This design comes from an exercise in tuning for small area on the open sky130 flow, not from production work.
Where RTL was checked, it was by simulation tests only, not by an equivalence proof against the original.
Power and IR drop assume default switching activity.

== run 1 ==
==> module agu_aoi222, before the edit <==
module agu_aoi222 (
  input  logic [2:0] sel_i,
  input  logic [2:0] idx_i,
  output logic       y_n_o
);
  assign y_n_o = ~|(sel_i & idx_i);
endmodule
==> module agu_nand2, before the edit <==
module agu_nand2 (
  input  logic a_i,
  input  logic b_i,
  output logic y_n_o
);
  assign y_n_o = ~(a_i & b_i);
endmodule
==> module agu_idx_sel, before the edit <==
module agu_idx_sel (
  input  logic [3:0] sel_i,
  input  logic [3:0] idx_i,
  output logic       y_o
);
  logic y012_n, y3_n;
  agu_aoi222 u_aoi  (.sel_i(sel_i[2:0]), .idx_i(idx_i[2:0]), .y_n_o(y012_n));
  agu_nand2  u_nand (.a_i(sel_i[3]), .b_i(idx_i[3]), .y_n_o(y3_n));
  assign y_o = ~(y012_n & y3_n);
endmodule
==> module agu_addr_calc, before the edit <==
module agu_addr_calc (
  input  logic [63:0] base_i,
  input  logic [63:0] index_i,
  input  logic        index_valid_i,
  input  logic [1:0]  scale_i,
  input  logic [31:0] disp_i,
  output logic [63:0] sum_o
);
  logic [3:0]  sel;
  logic [63:0] t_n;
  logic [63:0] sidx, dext, s, p;
  logic [63:1] c, g;
  logic [63:2] cy;
  assign dext   = {{32{disp_i[31]}}, disp_i};
  assign sel[0] = index_valid_i & (scale_i == 2'd0);
  assign sel[1] = index_valid_i & (scale_i == 2'd1);
  assign sel[2] = index_valid_i & (scale_i == 2'd2);
  assign sel[3] = index_valid_i & (scale_i == 2'd3);
  assign sidx[0] = sel[0] & index_i[0];
  assign sidx[1] = (sel[0] & index_i[1]) | (sel[1] & index_i[0]);
  assign sidx[2] = (sel[0] & index_i[2]) | (sel[1] & index_i[1]) | (sel[2] & index_i[0]);
  for (genvar i = 3; i < 64; i++) begin : g_sel
    agu_idx_sel u_sel (
      .sel_i (sel),
      .idx_i ({index_i[i-3], index_i[i-2], index_i[i-1], index_i[i]}),
      .y_o   (sidx[i])
    );
  end
  for (genvar i = 0; i < 64; i++) begin : g_csa
    if (i < 63) begin : g_fa
      agu_fa u_fa (.a_i(base_i[i]), .b_i(sidx[i]), .c_i(dext[i]), .s_o(s[i]), .co_o(c[i+1]));
    end else begin : g_fa_top
      logic unused_co;
      agu_fa u_fa (.a_i(base_i[i]), .b_i(sidx[i]), .c_i(dext[i]), .s_o(s[i]), .co_o(unused_co));
    end
  end
  assign p[0] = s[0];
  for (genvar i = 1; i < 63; i++) begin : g_pg
    agu_ha u_ha (.a_i(s[i]), .b_i(c[i]), .s_o(p[i]), .co_o(g[i]));
  end
  assign p[63] = s[63] ^ c[63];
  assign g[63] = 1'b0;   
  agu_carry_net u_cn (.p_i(p[62:1]), .g_i(g[62:1]), .cy_o(cy));
  assign sum_o = {p[63:2] ^ cy, p[1:0]};
endmodule
export LEC_CHECK = 0
export CAP_MARGIN = 20
export CORE_MARGIN = 2
export CORE_UTILIZATION = 40
export CTS_CLUSTER_DIAMETER = 150
export CTS_CLUSTER_SIZE = 24
export SLEW_MARGIN = 20
export SYNTH_HIERARCHICAL = 1
create_clock -name core_clock -period 5.5 [get_ports {clk}]
standard.sh (not shown) runs the stock make flow with config.mk's settings and CLKGATE_MAP_FILE= SYNTH_SCRIPT=/design/flow/synth_recipe.tcl, a recipe that flattens the netlist after the stock synthesis.
==> flow/flow/run.sh <==
#!/bin/bash
# Standard ORFS layout (the standard.sh, standard synthesis); the only change is the
# cell used to buffer the ports (buf_1 instead of the flow's default pick).
set -euo pipefail
bash standard.sh "BUFFER_PORTS_ARGS=-buffer_cell sky130_fd_sc_hd__buf_1" finish > standard_flow.log 2>&1
> inputs changed (run 1 -> run 2)
--- a/flow/design.v
+++ b/flow/design.v
@@ -9,31 +9,14 @@
     SCALE_4 = 2'd2,
     SCALE_8 = 2'd3
   } scale_e;
 endpackage
-module agu_aoi222 (
-  input  logic [2:0] sel_i,
-  input  logic [2:0] idx_i,
-  output logic       y_n_o
-);
-  assign y_n_o = ~|(sel_i & idx_i);
-endmodule
-module agu_nand2 (
-  input  logic a_i,
-  input  logic b_i,
-  output logic y_n_o
-);
-  assign y_n_o = ~(a_i & b_i);
-endmodule
 module agu_idx_sel (
   input  logic [3:0] sel_i,
   input  logic [3:0] idx_i,
   output logic       y_o
 );
-  logic y012_n, y3_n;
-  agu_aoi222 u_aoi  (.sel_i(sel_i[2:0]), .idx_i(idx_i[2:0]), .y_n_o(y012_n));
-  agu_nand2  u_nand (.a_i(sel_i[3]), .b_i(idx_i[3]), .y_n_o(y3_n));
-  assign y_o = ~(y012_n & y3_n);
+  assign y_o = |(sel_i & idx_i);
 endmodule
 module agu_fa (
   input  logic a_i,
   input  logic b_i,
@@ -178,17 +161,16 @@
   input  logic [31:0] disp_i,
   output logic [63:0] sum_o
 );
   logic [3:0]  sel;
-  logic [63:0] t_n;
   logic [63:0] sidx, dext, s, p;
   logic [63:1] c, g;
   logic [63:2] cy;
-  assign dext   = {{32{disp_i[31]}}, disp_i};
   assign sel[0] = index_valid_i & (scale_i == 2'd0);
   assign sel[1] = index_valid_i & (scale_i == 2'd1);
   assign sel[2] = index_valid_i & (scale_i == 2'd2);
   assign sel[3] = index_valid_i & (scale_i == 2'd3);
+  assign dext   = {{32{disp_i[31]}}, disp_i};
   assign sidx[0] = sel[0] & index_i[0];
   assign sidx[1] = (sel[0] & index_i[1]) | (sel[1] & index_i[0]);
   assign sidx[2] = (sel[0] & index_i[2]) | (sel[1] & index_i[1]) | (sel[2] & index_i[0]);
   for (genvar i = 3; i < 64; i++) begin : g_sel
==> results.txt <==
- Comparing run 2 and run 1, global-route track usage on met2 is higher on run 2.
- On post-layout total power, run 2 does better than run 1.
- Run 2 vs. run 1: synthesized net count decreased by 24 relative to the old numbers, routed wire length increased by 8100 um relative to the old numbers, setup slack decreased by 0.014 ns relative to the old numbers.
- Max number of cells on the critical path across run 2 and run 1: run 2
- The end point of the critical path comes out ent0_q[47] in one run and ent1_q[191] in the other, namely in run 1 and run 2 respectively.
For run 1, only the layout was checked, not whether the RTL still works.

separate check: timing with driven ports:
In the flow no input, the clock included, has a driving cell. The finished layouts below were timed again as built, in two steps.
Step 1, drivers: a clkbuf_16 drives clk and a buf_2 each remaining input, both assumed.
Step 2 moves the port delays by t, midway between the first and last clock arrival at a register: inputs arrive t later, outputs are due t later. That takes back most of the time a late clock gives input paths.
a / b / c = ideal / step 1 / step 2; a / b = the first two.
run | shift t [ns] | slack for setup (ns) | hold slack, ns | worst slew at a driven data input, ns
run 1 | 0.727 | 0.373 / 0.371 / -0.356 | 0.509 / 0.509 / 0.509 | 0.26
run 2 | 0.748 | 0.359 / 0.370 / -0.378 | 0.497 / 0.497 / 0.497 | 0.22
With both steps, setup timing fails in run 1 and run 2, where it was met with ideal ports. The setup slack of run 2, which loses most, moves by +0.011 ns with the drivers and by -0.737 ns with both steps.
